Source: an optimization exercise on an open RTL-to-GDS flow (aim: small area and few clock cycles). Production flows keep margins and buffers that such runs may drop.
The RTL was checked by simulation tests, not by an equivalence proof against the original design.
Power is estimated from default activity; no workload was simulated.

==> flow/config.mk <==
export PLATFORM = sky130hd
export DESIGN_NAME = vlc_device_association_fsm
export DESIGN_NICKNAME = vlc_device_association_fsm
export VERILOG_FILES = /design/flow/design.v
export SDC_FILE = /design/flow/constraint.sdc
export NUM_CORES = 4
export LEC_CHECK = 0
export CAP_MARGIN = 20
export CORE_MARGIN = 2
export CORE_UTILIZATION = 40
export SLEW_MARGIN = 20
==> flow/constraint.sdc <==
create_clock -name core_clock -period 6.0 [get_ports {i_clk}]
set_input_delay 1.2000 -clock core_clock [delete_from_list [all_inputs] [get_ports {i_clk}]]
set_output_delay 1.2000 -clock core_clock [all_outputs]
set_load 0.01 [all_outputs]
==> flow/design.v <==
`default_nettype none
package vda_pkg;
    localparam logic [2:0] CMD_START     = 3'd0;
    localparam logic [2:0] CMD_TX_RESULT = 3'd1;
    localparam logic [2:0] CMD_BEACON    = 3'd2;
    localparam logic [2:0] CMD_GRANT     = 3'd3;
    localparam logic [2:0] CMD_RESP      = 3'd4;
    localparam logic [2:0] CMD_TICK      = 3'd5;
    localparam logic [2:0] ACT_NONE       = 3'd0;
    localparam logic [2:0] ACT_ASSOC_REQ  = 3'd1;
    localparam logic [2:0] ACT_DATA_REQ   = 3'd2;
    localparam logic [2:0] ACT_RX_SLOT    = 3'd3;
    localparam logic [2:0] ACT_ACK_SLOT   = 3'd4;
    localparam logic [2:0] ACT_SEND_ACK   = 3'd5;
    localparam logic [2:0] ACT_CONFIRM    = 3'd6;
    localparam logic [2:0] ST_SUCCESS     = 3'd0;
    localparam logic [2:0] ST_ACCESS_FAIL = 3'd1;
    localparam logic [2:0] ST_NO_ACK      = 3'd2;
    localparam logic [2:0] ST_NO_DATA     = 3'd3;
    localparam logic [2:0] ST_DENIED      = 3'd4;
    localparam logic [1:0] TX_SUCCESS     = 2'd0;
    localparam logic [1:0] TX_ACCESS_FAIL = 2'd1;
    localparam logic [1:0] RESP_SUCCESS   = 2'd0;
    localparam logic [3:0] PH_IDLE      = 4'd0;
    localparam logic [3:0] PH_TX_REQ    = 4'd1;
    localparam logic [3:0] PH_BEACON    = 4'd2;
    localparam logic [3:0] PH_POLL      = 4'd3;
    localparam logic [3:0] PH_TX_DATA   = 4'd4;
    localparam logic [3:0] PH_RX_GRANT  = 4'd5;
    localparam logic [3:0] PH_RESP      = 4'd6;
    localparam logic [3:0] PH_ACK_GRANT = 4'd7;
    localparam logic [3:0] PH_TX_ACK    = 4'd8;
    localparam logic [1:0] CFG_TRACK_BEACON = 2'd0;
    localparam logic [1:0] CFG_BEACON_WAIT  = 2'd1;
    localparam logic [1:0] CFG_POLL_WAIT    = 2'd2;
    localparam logic [23:0] BEACON_WAIT_RST = 24'd32;
    localparam logic [23:0] POLL_WAIT_RST   = 24'd30720;
    localparam logic [15:0] NO_ADDR         = 16'hffff;
    localparam logic [7:0]  NO_CHANNEL      = 8'hff;
    localparam logic [15:0] NO_NET_ID       = 16'h00ff;
    typedef struct packed {
        logic [2:0]  cmd;
        logic [7:0]  channel;
        logic [15:0] net_id;
        logic [63:0] coord_addr;
        logic [1:0]  coord_addr_mode;
        logic [1:0]  tx_status;
        logic        ack_pending;
        logic        listed_in_beacon;
        logic [1:0]  resp_status;
        logic [15:0] resp_short_addr;
        logic [63:0] resp_coord_ext;
    } t_in_word;
    typedef struct packed {
        logic [2:0]  action;
        logic [63:0] dest_addr;
        logic [15:0] dest_net_id;
        logic [7:0]  use_channel;
        logic [2:0]  confirm_status;
        logic [15:0] short_addr;
        logic [63:0] coord_ext_addr;
        logic        busy_res;
    } t_out_word;
    typedef struct packed {
        logic [3:0]  phase;
        logic [7:0]  saved_channel;
        logic [15:0] saved_net_id;
        logic [63:0] saved_coord;
        logic [23:0] wait_count;
        logic [15:0] given_addr;
        logic        resp_denied;
        logic [63:0] learned_ext;
    } t_state;
    typedef struct packed {
        logic        track_beacon;
        logic [23:0] beacon_wait_ticks;
        logic [23:0] poll_wait_ticks;
    } t_cfg;
endpackage
`default_nettype wire
`default_nettype none
module vlc_device_association_fsm (
    input  wire logic         i_clk,
    input  wire logic         i_rst_n,
    input  wire logic         i_in_valid,
    output wire logic         i_in_ready,
    input  wire logic [178:0] i_in_data,
    output wire logic         o_out_valid,
    input  wire logic         o_out_ready,
    output wire logic [174:0] o_out_data,
    input  wire logic         i_cfg_we,
    input  wire logic [1:0]   i_cfg_idx,
    input  wire logic [23:0]  i_cfg_data
);
    wire [2:0]  w_cmd     = i_in_data[178:176];
    wire [7:0]  w_channel = i_in_data[175:168];
    wire [15:0] w_net_id  = i_in_data[167:152];
    wire [63:0] w_coord   = i_in_data[151:88];
    wire [1:0]  w_tx      = i_in_data[85:84];
    wire        w_ackp    = i_in_data[83];
    wire        w_listed  = i_in_data[82];
    wire [1:0]  w_rs      = i_in_data[81:80];
    wire [15:0] w_rsa     = i_in_data[79:64];
    wire [63:0] w_rce     = i_in_data[63:0];
    localparam logic [3:0] PH_IDLE      = 4'd0;
    localparam logic [3:0] PH_TX_REQ    = 4'd2;
    localparam logic [3:0] PH_BEACON    = 4'd3;
    localparam logic [3:0] PH_POLL      = 4'd1;
    localparam logic [3:0] PH_TX_DATA   = 4'd6;
    localparam logic [3:0] PH_RX_GRANT  = 4'd7;
    localparam logic [3:0] PH_RESP      = 4'd5;
    localparam logic [3:0] PH_ACK_GRANT = 4'd4;
    localparam logic [3:0] PH_TX_ACK    = 4'd12;
    logic [3:0]  r_phase;
    logic [7:0]  r_channel;    
    logic [15:0] r_net_id;     
    logic [63:0] r_coord;      
    logic [23:0] r_share;
    wire  [23:0] r_remain = r_share;
    wire  [15:0] r_given  = r_share[15:0];
    wire         r_denied = r_share[16];
    logic [63:0] r_ext;        
    logic        r_ext_ok;
    logic        r_track;
    logic [23:0] r_bwait;
    logic [23:0] r_pwait;
    wire w_acc = i_in_valid & o_out_ready;
    assign i_in_ready  = o_out_ready;
    assign o_out_valid = i_in_valid;
    wire p_idle  = (r_phase == PH_IDLE);
    wire p_txreq = (r_phase == PH_TX_REQ);
    wire p_bcn   = (r_phase == PH_BEACON);
    wire p_poll  = (r_phase == PH_POLL);
    wire p_txdat = (r_phase == PH_TX_DATA);
    wire p_rxg   = (r_phase == PH_RX_GRANT);
    wire p_resp  = (r_phase == PH_RESP);
    wire p_ackg  = (r_phase == PH_ACK_GRANT);
    wire p_txack = (r_phase == PH_TX_ACK);
    wire w_hit   = ~|r_remain[23:1];
    wire w_succ  = (w_tx == 2'd0);
    wire [2:0] w_failc = (w_tx == 2'd1) ? 3'd1 : 3'd2;
    wire w_resp_ok = (w_rs == 2'd0);
    logic [3:0] n_phase;
    logic [2:0] n_action;
    logic       fin;
    logic [2:0] fin_st;
    logic       fill;
    always_comb begin
        n_phase  = r_phase;
        n_action = 3'd0;
        fin      = 1'b0;
        fin_st   = 3'd0;
        fill     = 1'b0;
        case (w_cmd)
            3'd0: if (p_idle) begin
                n_phase = PH_TX_REQ; n_action = 3'd1; fill = 1'b1;
            end
            3'd1: begin
                if (p_txreq) begin
                    if (w_succ) n_phase = r_track ? PH_BEACON : PH_POLL;
                    else begin fin = 1'b1; fin_st = w_failc; end
                end else if (p_txdat) begin
                    if (!w_succ) begin fin = 1'b1; fin_st = w_failc; end
                    else if (w_ackp) begin n_phase = PH_RX_GRANT; n_action = 3'd3; fill = 1'b1; end
                    else begin fin = 1'b1; fin_st = 3'd3; end
                end else if (p_txack) begin
                    fin = 1'b1; fin_st = r_denied ? 3'd4 : 3'd0;
                end
            end
            3'd2: if (p_bcn && w_listed) begin
                n_phase = PH_TX_DATA; n_action = 3'd2; fill = 1'b1;
            end
            3'd3: begin
                if (p_rxg) n_phase = PH_RESP;
                else if (p_ackg) begin n_phase = PH_TX_ACK; n_action = 3'd5; fill = 1'b1; end
            end
            3'd4: if (p_resp) begin
                n_phase = PH_ACK_GRANT; n_action = 3'd4; fill = 1'b1;
            end
            3'd5: begin
                if (p_bcn) begin
                    if (w_hit) begin fin = 1'b1; fin_st = 3'd3; end
                end else if (p_poll) begin
                    if (w_hit) begin n_phase = PH_TX_DATA; n_action = 3'd2; fill = 1'b1; end
                end
            end
            default: ;
        endcase
        if (fin) begin
            n_action = 3'd6;
            n_phase  = PH_IDLE;
            if (fin_st == 3'd0) fill = 1'b1;
        end
    end
    wire w_fin_ok = fin & (fin_st == 3'd0);
    wire w_ext_upd = i_in_valid & p_resp & (w_cmd == 3'd4) & w_resp_ok;
    wire [7:0]  d_channel = p_idle ? w_channel : r_channel;
    wire [15:0] d_net_id  = p_idle ? w_net_id  : r_net_id;
    wire [63:0] d_coord   = p_idle ? w_coord   : r_coord;
    wire        w_ext_hold = ~w_ext_upd & r_ext_ok;
    wire [63:0] d_ext     = ({64{w_ext_upd}} & w_rce) | ({64{w_ext_hold}} & r_ext);
    assign o_out_data = {n_action,
                         fill ? d_coord   : 64'd0,
                         fill ? d_net_id  : 16'd0,
                         fill ? d_channel : 8'd0,
                         fin ? fin_st : 3'd0,
                         w_fin_ok ? r_given : 16'hffff,
                         d_ext,
                         (n_phase != PH_IDLE)};
    always_ff @(posedge i_clk) begin
        r_channel <= d_channel;
        r_net_id  <= d_net_id;
        r_coord   <= d_coord;
    end
    always_ff @(posedge i_clk) begin
        r_ext_ok <= i_rst_n;
        r_ext    <= d_ext;
    end
    always_ff @(posedge i_clk) begin
        if (!i_rst_n) begin
            r_phase <= PH_IDLE;
        end else if (w_acc) begin
            r_phase <= n_phase;
        end
    end
    wire        s_bw  = p_txreq & r_track;
    wire        s_pw  = p_txreq & ~r_track;
    wire        w_tick_cnt = w_acc && w_cmd == 3'd5 && (p_bcn || p_poll);
    wire        s_dec  = w_tick_cnt;
    wire        s_hold = ~p_txreq & ~p_resp & ~w_tick_cnt;
    wire [23:0] w_dec = r_share - 24'd1;
    wire [23:0] d_share = ({24{s_bw}} & r_bwait) | ({24{s_pw}} & r_pwait)
                        | ({24{s_dec}} & w_dec) | ({24{s_hold}} & r_share)
                        | {7'd0, {17{p_resp}} & {~w_resp_ok, w_rsa}};
    always_ff @(posedge i_clk) begin
        r_share <= d_share;
    end
    wire        w_cfg_rst = ~i_rst_n;
    wire [23:0] w_cfg_d   = i_cfg_data & {24{i_rst_n}};
    wire        w_we_trk  = w_cfg_rst | (i_cfg_we && i_cfg_idx == 2'd0);
    wire        w_we_bw   = w_cfg_rst | (i_cfg_we && i_cfg_idx == 2'd1);
    wire        w_we_pw   = w_cfg_rst | (i_cfg_we && i_cfg_idx == 2'd2);
    always_ff @(posedge i_clk) begin
        if (w_we_trk) r_track <= w_cfg_d[0];
        if (w_we_bw)  r_bwait <= w_cfg_d | (w_cfg_rst ? 24'd32 : 24'd0);
        if (w_we_pw)  r_pwait <= w_cfg_d | (w_cfg_rst ? 24'd30720 : 24'd0);
    end
endmodule
`default_nettype wire
==> flow/flow/run.sh <==
#!/bin/bash
# The standard layout with three changes:
#  - synthesis maps the logic with an area-recovering ABC script
#    (flow/abc_map.script in place of ORFS's abc_speed.script; everything
#    else in synthesis, registers included, is the standard synthesis);
#  - plain buf_1 cells as the port buffers;
#  - a clock tree of clkbuf_4 cells (clkbuf_8 root) without dummy loads.
set -euo pipefail
export BUFFER_PORTS_ARGS="-buffer_cell sky130_fd_sc_hd__buf_1"
export CTS_ARGS="-sink_clustering_enable -repair_clock_nets -dont_use_dummy_load -buf_list sky130_fd_sc_hd__clkbuf_4 -root_buf sky130_fd_sc_hd__clkbuf_8 -sink_clustering_size 10 -sink_clustering_max_diameter 50"
rm -rf scripts_abc
cp -r "$FLOW_HOME/scripts" scripts_abc
cp flow/abc_map.script scripts_abc/abc_speed.script
SCRIPTS_DIR="$PWD/scripts_abc" bash standard.sh synth > synth.log 2>&1
bash standard.sh > standard.log 2>&1
==> flow/flow/abc_map.script <==
&get -n
&st
&dch
&nf -a -R 1000
&st
&dch
&nf -a -R 1000
&st
&dch
&nf -a -R 1000
&st
&dch
&nf -a -R 1000
&put
topo
stime -c
dnsize -c
==> flow/standard.sh <==
#!/bin/bash
# synth_recipe.tcl (not shown) runs the flow's synth.tcl, then flattens the netlist and writes it again
# the make line also repeats each setting of config.mk as NAME=value (left out here)
make -C /OpenROAD-flow-scripts/flow DESIGN_CONFIG=/design/flow/config.mk WORK_HOME=/design/flow/orfs CLKGATE_MAP_FILE= SYNTH_SCRIPT=/design/flow/synth_recipe.tcl "${@:-finish}"
==> impl_metrics.tcl, run 1 <==
set metrics [dict create \
    grtUsageTotal_pct 21.8 \
    crit_arrival_ps 4380 \
    final-instance-count-excl-fill 1638 \
    dp_hpwl_um 19000 \
    vias 8316 \
    hold_ws_ps 447 \
    dp.cells 1609 \
    numPortBuffers 384 \
    drt_iter0_markers 461 \
    cts_resized 0 \
    finalHoldViolations 0 \
    fp-row-count 54 \
    ir_worst_vdd_v 0.000143 \
    power_uw 3240 \
    antenna_cells 0 \
    insertion_delay_ps 530 \
    grt_pass1_vias 7742 \
    htreeDepth 1 \
    yosys_warnings 1 \
    slew_headroom_pct 23.7 \
    synth_edf_count 49 \
    grt_antenna_before_repair 0 \
    crit_required_ps 4800 \
    leakagePower_uw 0.00403 \
    root_buffer "clkbuf_8" \
    drc 0 \
    fillers 2140 \
    cp_slowest_cell "or3_1" \
    io_pins 387 \
    post-route-period-util_pct 93.0 \
    die_area_um2 23100 \
    cts_made_buffers 29 \
    final-seq-area_um2 5090 \
    multiInputGateArea_um2 3700 \
    postCtsSetupRepairBufs 0 \
    drive_gt1_share_pct 3.76 \
    power_density_nw_per_um2 296 \
    postRouteAntennaNets 0 \
    timing.fmax_mhz 179 \
    gp_congestion 0.831 \
    fin_nets 1571 \
    synth_fp_nets 1145 \
    r2r_slack_ps 2950 \
    ys_seq_area_share_pct 58.1 \
    finalSetupViolations 0 \
    syn_area_um2 8760 \
    grt_pass1_wl_um 41100 \
    wl_um 27000 \
    crit_path_end_kind "primary output" \
    final_area_um2 11000 \
    critPathKind "reg -> out" \
    rsz0062_at_grt "false" \
    crit_path_max_fanout 88 \
    synth_cells 934 \
    synthDistinctLibCells 39 \
    cap_viol_max_count 0 \
    outcome "timing/DRC/antenna clean" \
    clk_path_buf_depth 3 \
    clkTransAtPathRegs_ps 100 \
    wl_per_cell_um 16.5 \
    async_flop_share_pct 0 \
    syn2layout_area_growth_pct 25.0 \
    max_stage_delay_ps 390 \
    core_area_um2 21700 \
    ys.flop_type "dfxtp_1" \
    final-max-slew-violation-count 0 \
    avgSynthCellArea_um2 9.38 \
    finalCriticalPeriod_ps 5580 \
    initial_core_util_pct 40.4 \
    via_per_inst 5.08 \
    die_h_um 152 \
    synth-seq-cells 230 \
    hp-class "reg -> reg" \
    overflow 0 \
    cp_cell_sequence "or3_1, or3_1, or3_1, nor3_1, nor3b_1, clkinv_1, o21ai_0, nand2b_1, nor4_4, buf_4, nor3_1, buf_1" \
    clkSinkCount 230 \
    dr.pass1.iters 6 \
    tritoncts "yes" \
    skew_ps 40.7 \
    grt_max_degree 89 \
    cpMostUsedCell "or3_1" \
    worstSetupStartpointType "flip-flop" \
    place_area_um2 10700 \
    dieWidth_um 152 \
    tightest_slew_ps 1140 \
    postCtsHoldBufs 0 \
]
-- registers in the layout (all words and copies together) (netlist names) --
signal / cells
r_ext_ok: 1
r_ext: 64
r_phase: 4
r_net_id: 16
r_coord: 64
r_share: 24
r_pwait: 24
r_bwait: 24
r_track: 1
r_channel: 8
-- power breakdown --
group | switching [uW] | internal, uW
Sequential | 116 | 1800
Clock | 485 | 246
Combinational | 364 | 232
Total | 965 | 2280
-- cell type report --
class	instances	share of cell area, %
timing repair buffer	397	14.0
tap	280	3.20
inverter	9	0.308
multi-input combinational	693	33.8
clock buffer	29	2.16
sequential	230	46.5
-- cell usage in the layout (no fill, tap or decap), drive strengths merged, types with 2 or more instances in the layout --
master,n
a21oi,12
a221oi,3
a222oi,16
a22o,65
a22oi,6
a31oi,2
and2,27
buf,397
clkbuf,29
clkinv,9
dfxtp,181
edfxtp,49
nand2,39
nand2b,26
nand3,18
nand3b,2
nor2,300
nor2b,2
nor3,99
nor3b,3
nor4,4
o211ai,10
o21a,2
o21ai,21
o311ai,2
or2,4
or3,8
or4,2
xnor2,5
xor2,5
-- metrics by stage --
stage,utilization [%],setup slack [ps],TNS [ps]
2_1_floorplan,-,-150,-9590
3_3_place_gp,49.4,1020,0
3_5_place_dp,49.4,1010,0
4_1_cts,50.5,405,0
5_1_grt,50.5,81.9,0
6_report,50.5,419,0
-- path summary, 6_finish.rpt --
check	from	endpoint	cells after the start
max	r_share[18]	o_out_data[148]	12
min	r_bwait[18]	r_share[18]	2
max reg2reg	r_phase[3]	r_share[14]	8
min reg2reg	r_bwait[18]	r_share[18]	2
-- worst max-delay path, delay by kind of cell, from the launching register on --
kind	cells	cell delay, ps
flops	1	370
simple gates	8	2360
buf+inv	3	700
compound gates	1	330
-- Yosys cell counts, types with 4 or more instances --
| master | instances | share of area (%) |
|---|---|---|
| a222oi_1 | 16 | 1.8 |
| o211ai_1 | 10 | 0.86 |
| dfxtp_1 | 181 | 41 |
| a21oi_1 | 12 | 0.69 |
| o21ai_0 | 21 | 1.2 |
| a22o_1 | 65 | 6.5 |
| nor4_1 | 4 | 0.29 |
| nand2b_1 | 26 | 1.9 |
| a22oi_1 | 6 | 0.51 |
| xnor2_1 | 5 | 0.50 |
| xor2_1 | 5 | 0.50 |
| clkinv_1 | 9 | 0.39 |
| and2_0 | 27 | 1.9 |
| nand3_1 | 18 | 1.0 |
| nand2_1 | 39 | 1.7 |
| edfxtp_1 | 49 | 17 |
| nor2_1 | 300 | 13 |
| or2_0 | 4 | 0.29 |
| or3_1 | 8 | 0.57 |
| nor3_1 | 99 | 5.7 |
-- cells by family (layout without fill, tap and decap cells) --
family / count (synthesis) / after routing / synth area share, %
XOR/XNOR: 10 / 10 / 0.999
adder cells (fa/ha/maj): 1 / 1 / 0.143
AO/OA/AOI/OAI: 143 / 143 / 12.8
flip-flops: 230 / 230 / 58.1
buffers and inverters: 11 / 435 / 0.557
AND/OR/NAND/NOR: 539 / 539 / 27.4
-- layer usage --
metal	track usage, %	share of wire, %	wire (um)	vias up
met4	6.81	2.6	696	0
met1	27.4	42	11400	3795
met5	0	0	0	-
met3	6.50	8.5	2290	49
li1	-	-	-	4172
met2	36.1	47	12600	300
Testbench counts, summed over its fixed seeds: cycles 28,281.
==> inputs of run 2 (changes only) <==
--- a/flow/design.v
+++ b/flow/design.v
@@ -242,6 +242,13 @@
     wire        w_we_pw   = w_cfg_rst | (i_cfg_we && i_cfg_idx == 2'd2);
+    wire        w_keep    = i_rst_n & ~i_cfg_we;
+    wire        w_keep_bw = w_keep | (i_rst_n & (i_cfg_idx != 2'd1));
+    wire        w_keep_pw = w_keep | (i_rst_n & (i_cfg_idx != 2'd2));
+    wire [23:0] d_bwait = ({24{w_we_bw}} & (w_cfg_d | (w_cfg_rst ? 24'd32 : 24'd0)))
+                        | ({24{w_keep_bw}} & r_bwait);
+    wire [23:0] d_pwait = ({24{w_we_pw}} & (w_cfg_d | (w_cfg_rst ? 24'd30720 : 24'd0)))
+                        | ({24{w_keep_pw}} & r_pwait);
     always_ff @(posedge i_clk) begin
         if (w_we_trk) r_track <= w_cfg_d[0];
-        if (w_we_bw)  r_bwait <= w_cfg_d | (w_cfg_rst ? 24'd32 : 24'd0);
-        if (w_we_pw)  r_pwait <= w_cfg_d | (w_cfg_rst ? 24'd30720 : 24'd0);
+        r_bwait <= d_bwait;
+        r_pwait <= d_pwait;
     end
==> run 2 against run 1 <==
Against the previous run:
- combinational power fell by 4.7%
- routed wire length grew 5.5%
- non-clock buffer count increased by 3
- sequential share of layout area is 3.8 points lower
- sequential power fell by 7%
- synthesized cell count grew 9.7%
- final area down 1.3%
- maximum frequency grew 9.3%
- core utilization grew 0.74 points
- critical endpoint is now o_out_data[138]
- largest cell class unchanged
==> impl_metrics.tcl, run 2 <==
set metrics [dict create \
    grt_max_degree 89 \
    initial_core_util_pct 40.8 \
    via_per_inst 5.14 \
    htreeDepth 1 \
    tns_ps 0 \
    hp-class "reg -> reg" \
    root_buffer "clkbuf_8" \
    post-route-period-util_pct 85.1 \
    die_area_um2 22700 \
    drive_gt1_share_pct 3.65 \
    insertion_delay_ps 570 \
    crit_required_ps 4800 \
    grtUsageTotal_pct 23.5 \
    synth_fp_nets 1236 \
    final_area_um2 10800 \
    cts_made_buffers 31 \
    place_area_um2 10600 \
    synth_cells 1025 \
    dr.pass1.iters 6 \
    fp-row-count 53 \
    slew_headroom_pct 37.1 \
    internal_power_uw 2170 \
    synthDistinctLibCells 41 \
    outcome "timing/DRC/antenna clean" \
    syn_area_um2 8610 \
    layout_common_cells "buf_1 (384), nor2_1 (311), dfxtp_1 (229)" \
    clk_path_buf_depth 3 \
    postRouteAntennaNets 0 \
    final-max-slew-violation-count 0 \
    io_pins 387 \
    cap_viol_max_count 0 \
    grt_antenna_before_repair 0 \
    timing.fmax_mhz 196 \
    wl_per_cell_um 16.4 \
    synth_top_area_share_pct 53.3 \
    async_flop_share_pct 0 \
    ys_seq_area_share_pct 53.6 \
    yosys-top-cells-area "dfxtp_1 (53%), nor2_1 (14%), a22o_1 (6.8%), nor3_1 (5.8%), nand2_1 (4.8%)" \
    yosys_warnings 1 \
    yosys.area.top_type "dfxtp_1" \
    swShare_pct 30.4 \
    multiInputGateArea_um2 3990 \
    dp_hpwl_um 20400 \
    switching_power_uw 947 \
    final_common_cell "buf_1" \
    dieWidth_um 151 \
    synth-seq-cells 230 \
    tightest_slew_ps 944 \
    finalHoldViolations 0 \
    finalSetupViolations 0 \
    crit_path_max_fanout 88 \
    vias 8893 \
    overflow 0 \
    ir_worst_vdd_v 0.000161 \
    core_area_um2 21100 \
    reg_top3 "r_coord x64, r_ext x64" \
    skew_ps 48.4 \
    rsz0062_at_grt "false" \
    synth_edf_count 1 \
    clockPowerShare_pct 24.6 \
    clkTransAtPathRegs_ps 100 \
    syn2layout_area_growth_pct 25.6 \
    final-seq-area_um2 4610 \
    gp_congestion 0.857 \
    drc 0 \
    fin_nets 1667 \
    ys.flop_type "dfxtp_1" \
    cts_resized 0 \
    clkSinkCount 230 \
    avgSynthCellArea_um2 8.40 \
    finalCriticalPeriod_ps 5110 \
    tritoncts "yes" \
    drt_iter0_markers 508 \
    leakagePower_uw 0.00405 \
    worstSetupStartpointType "flip-flop" \
    netlist_top_cells_count "nor2_1 (311), dfxtp_1 (229), nand2_1 (109)" \
    power_frac_comb_pct 18.2 \
    die_h_um 151 \
    numPortBuffers 384 \
    power_density_nw_per_um2 288 \
    critPathKind "reg -> out" \
    grt_pass1_wl_um 42500 \
    crit_arrival_ps 3910 \
    synth_most_common_cell "nor2_1" \
    wl_um 28400 \
    seqPwrFrac_pct 57.2 \
    crit_path_end_kind "primary output" \
    postCtsHoldBufs 0 \
    fillers 2250 \
    grt_pass1_vias 7844 \
    postCtsSetupRepairBufs 0 \
]
-- run 2: path summary, 6_finish.rpt --
kind	cells past startpoint	start	endpoint	slack, ps
setup / recovery	11	r_share[9]	o_out_data[138]	890
hold / removal	2	r_bwait[3]	r_bwait[3]	460
setup reg to reg	10	r_share[9]	r_phase[2]	3270
hold reg to reg	2	r_bwait[3]	r_bwait[3]	460
-- run 2: power groups by stage --
stage	clock network (uW)	logic [uW]	registers [uW]
2_1_floorplan	0	394	1790
6_report	766	568	1780
4_1_cts	801	573	1780
3_3_place_gp	0	561	1810
5_1_grt	863	651	1800
3_5_place_dp	0	571	1820
-- run 2: cells by family after synthesis --
logic type | count (synthesis) | synth area share (%)
XOR/XNOR | 8 | 0.814
AND/OR/NAND/NOR | 595 | 29.4
adder cells (fa/ha/maj) | 1 | 0.145
flip-flops | 230 | 53.6
buffers and inverters | 11 | 0.567
AO/OA/AOI/OAI | 180 | 15.4
-- run 2: metal layers --
| layer | routed length (um) | GRT usage, % | share of wire [%] | vias to the layer above |
|---|---|---|---|---|
| met4 | 774 | 7.85 | 2.7 | 0 |
| met5 | 0 | 0 | 0 | - |
| met3 | 1970 | 4.94 | 6.9 | 56 |
| met2 | 13700 | 39.8 | 48 | 281 |
| li1 | - | - | - | 4496 |
| met1 | 12000 | 29.7 | 42 | 4060 |
-- run 2: final cells by class --
| cell class | instances | area share, % |
|---|---|---|
| timing repair buffer | 400 | 14.6 |
| tap | 275 | 3.18 |
| clock buffer | 31 | 2.33 |
| antenna | 1 | 0.0231 |
| inverter | 9 | 0.312 |
| multi-input combinational | 784 | 36.9 |
| sequential | 230 | 42.7 |
-- run 2: worst max-delay path, stage by stage, from the launching register on --
cell      delay, ps
dfxtp_1         330
or3_1           430
nor2_1          200
nand3_1          90
or4_1           530
nor4_1          420
clkinv_1        150
nand2_1         170
nor4_4           70
buf_12          230
nor3_1          450
buf_1           220
-- run 2: per-stage QoR --
| stage | total power, uW | util, % | setup slack, ps | std cells | hold slack, ps |
|---|---|---|---|---|---|
| after floorplan | 2180 | - | 197 | 1025 | 424 |
| after CTS | 3150 | 51.3 | 931 | 1729 | 465 |
| after global routing | 3320 | 51.3 | 722 | 1729 | 488 |
| after global placement | 2370 | 50.1 | 1060 | 1698 | 435 |
| after detailed placement | 2390 | 50.1 | 1040 | 1698 | 444 |
| final | 3110 | 51.3 | 893 | 1730 | 460 |
Testbench counts of run 2, summed over its fixed seeds: cycles 28,281.
==> inputs of run 3 (changes only) <==
--- a/flow/design.v
+++ b/flow/design.v
@@ -228,7 +228,6 @@
     wire        w_tick_cnt = w_acc && w_cmd == 3'd5 && (p_bcn || p_poll);
-    wire        s_dec  = w_tick_cnt;
-    wire        s_hold = ~p_txreq & ~p_resp & ~w_tick_cnt;
-    wire [23:0] w_dec = r_share - 24'd1;
+    wire        s_cnt  = ~p_txreq & ~p_resp;
+    wire [23:0] w_cnt  = r_share - {23'd0, w_tick_cnt};
     wire [23:0] d_share = ({24{s_bw}} & r_bwait) | ({24{s_pw}} & r_pwait)
-                        | ({24{s_dec}} & w_dec) | ({24{s_hold}} & r_share)
+                        | ({24{s_cnt}} & w_cnt)
                         | {7'd0, {17{p_resp}} & {~w_resp_ok, w_rsa}};
==> run 3 against run 2 <==
Against the previous run:
- synthesized cell count down 2.0%
- non-clock buffer count fell by 2
- synthesized area down 0.54%
- still clean
==> impl_metrics.tcl, run 3 <==
set metrics [dict create \
    final-max-slew-violation-count 0 \
    cap_viol_max_count 0 \
    slew_headroom_pct 30.3 \
    r2r-end "r_share[20]" \
    antenna_cells 0 \
    hp-class "reg -> reg" \
    place_area_um2 10600 \
    insertion_delay_ps 540 \
    synth-seq-cells 230 \
    dp_hpwl_um 19900 \
    skew_ps 58.6 \
    drive_gt1_share_pct 3.84 \
    core_area_um2 21000 \
    vias 8595 \
    wl_per_cell_um 16.1 \
    holdPathStages 2 \
    drc 0 \
    dr.pass1.iters 5 \
    grt_pass1_vias 7686 \
    drt_iter0_markers 378 \
    syn2layout_area_growth_pct 26.1 \
    clkTransAtPathRegs_ps 100 \
    avgSynthCellArea_um2 8.52 \
    hp-start "r_bwait[2]" \
    dieWidth_um 150 \
    grt_max_degree 89 \
    via_per_inst 5.04 \
    clkSinkCount 230 \
    wl_met3_um 2160 \
    final_common_cell "buf_1" \
    ys_seq_area_share_pct 53.9 \
    grtUsageTotal_pct 22.7 \
    pre_cts_slack_ps 661 \
    power_uw 3030 \
    post-route-period-util_pct 89.4 \
    r2r_slack_ps 2030 \
    cts_resized 0 \
    synthDistinctLibCells 40 \
    grt_pass1_wl_um 41000 \
    synth_top_area_share_pct 53.5 \
    overflow 0 \
    timing.fmax_mhz 186 \
    synth_cells 1005 \
    htreeDepth 1 \
    die_h_um 150 \
    postCtsHoldBufs 0 \
    clk_path_buf_depth 3 \
    worstSetupStartpointType "input pin" \
    cts_made_buffers 30 \
    initial_core_util_pct 40.7 \
    fp-row-count 53 \
    synth_edf_count 1 \
    fin_ws_ps 633 \
    crit_required_ps 4800 \
    io_pins 387 \
    critPathKind "in -> out" \
    dr.max_layer_used "met5" \
    ys.flop_type "dfxtp_1" \
    crit_arrival_ps 4170 \
    root_buffer "clkbuf_8" \
    gp_congestion 0.819 \
    tritoncts "yes" \
    wl_met2_um 12600 \
    async_flop_share_pct 0 \
    yosys-top-cells-area "dfxtp_1 (54%), nor2_1 (13%), a22o_1 (6.9%), nor3_1 (5.8%), o21ai_0 (4.3%)" \
    postRouteAntennaNets 0 \
    synth_fp_nets 1217 \
    finalCriticalPeriod_ps 5370 \
    rr_worst_depth 15 \
    fin_nets 1645 \
    fillers 2184 \
    rsz0062_at_grt "false" \
    finalHoldViolations 0 \
    yosys_warnings 1 \
    hold_end "r_share[2]" \
    die_area_um2 22600 \
    grt_antenna_before_repair 3 \
    postCtsSetupRepairBufs 0 \
    layout_common_cells "buf_1 (384), nor2_1 (296), dfxtp_1 (229)" \
    synth_most_common_cell "nor2_1" \
    outcome "timing/DRC/antenna clean" \
    crit_path_max_fanout 88 \
    wl_um 27500 \
    finalSetupViolations 0 \
    wl_met1_um 11800 \
    netlist_top_cells_count "nor2_1 (297), dfxtp_1 (229), nor3_1 (99)" \
    syn_area_um2 8560 \
    numPortBuffers 384 \
    crit_path_end_kind "primary output" \
    yosys.area.top_type "dfxtp_1" \
    ir_worst_vdd_v 0.000140 \
    leakagePower_uw 0.00401 \
    final_area_um2 10800 \
    tightest_slew_ps 1040 \
    power_density_nw_per_um2 280 \
    r2r_start "r_phase[2]" \
    reg_top3 "r_coord x64, r_ext x64" \
]
## run 3: per-layer routing
layer  vias to the layer above  global-route usage, %
li1                       4374                      -
met2                       269                   37.7
met3                        60                   5.88
met1                      3886                   28.7
met4                         6                   7.55
met5                         -                      0
## run 3: area by class of cell
type,count,area [um^2],share of cell area (%)
Timing Repair Buffer,398,1560,14.4
Sequential cell,230,4610,42.7
Inverter,5,18.8,0.174
Multi-Input combinational cell,768,4020,37.2
Clock buffer,30,244,2.26
Tap cell,275,344,3.19
## run 3: report_power, final
part	switching (uW)	leakage, uW	internal (uW)
Clock	486	0.000146	254
Combinational	326	0.00196	186
Sequential	80.4	0.00190	1700
## run 3: cell families after synthesis
group | synth area share, %
adder cells (fa/ha/maj) | 0.292
AO/OA/AOI/OAI | 14.7
XOR/XNOR | 1.84
flip-flops | 53.9
AND/OR/NAND/NOR | 28.9
buffers and inverters | 0.395
## run 3: worst max-delay path by stage
stage | from | endpoint | slack (ps) | cells after the start
global placement | i_in_data[176] | o_out_data[97] | 680 | 11
CTS | i_in_data[176] | o_out_data[97] | 650 | 11
global route | i_in_data[176] | o_out_data[126] | 410 | 11
finish | i_in_data[176] | o_out_data[97] | 630 | 11
detailed placement | i_in_data[176] | o_out_data[97] | 660 | 11
floorplan | i_in_data[176] | o_out_data[11] | -360 | 4
## run 3: per-stage QoR
step                TNS (ps)  util (%)  hold slack (ps)  cells
floorplan             -22150         -              415   1005
global placement           0      50.2              434   1676
detailed placement         0      50.2              442   1676
CTS                        0      51.4              439   1706
global route               0      51.4              458   1706
finish                     0      51.4              433   1706
## run 3: worst max-delay path: stages
cell and delay, ps:
buf_1 190, nor2b_1 370, nand2b_1 210, nor2_1 170
o21ai_0 90, and2_0 260, or4b_4 680, nor4bb_4 200
buf_12 230, nor3_1 310, buf_1 210
Testbench counts of run 3, summed over its fixed seeds: cycles 28,281.

static timing again, ports no longer ideal:
The results above use ideal ports. As a check the final layouts listed here were re-extracted and re-timed, cells and wires unchanged.
Step 1 (the two cells are an assumption about what drives the block):
set clk [get_ports {i_clk}]
set_driving_cell -lib_cell sky130_fd_sc_hd__clkbuf_16 $clk
set_driving_cell -lib_cell sky130_fd_sc_hd__buf_2 [delete_from_list [all_inputs] $clk]
Step 2 times the ports against the registers' clock, not the clock port: input delays grow and output delays shrink by t, the midpoint of the rising clock arrivals with the driver on.
a / b / c = no drivers / after step 1 / after step 2; a / b = the first two.
| run | t, ns | setup WS [ns] | worst register clock-pin slew, ns | worst data-port slew with drivers (ns) | cell pins on the clock port's net |
|---|---|---|---|---|---|
| run 1 | 0.559 | 0.419 / 0.378 / 0.937 | 0.11 / 0.11 | 0.10 | 1 |
| run 2 | 0.587 | 0.893 / 0.847 / 0.983 | 0.12 / 0.12 | 0.09 | 1 |
| run 3 | 0.550 | 0.633 / 0.533 / 0.533 | 0.11 / 0.11 | 0.11 | 1 |
After both steps setup and hold are still met in every run listed. For run 3, which loses most, drivers alone change the setup slack by -0.100 ns; drivers and shift together by -0.100 ns.
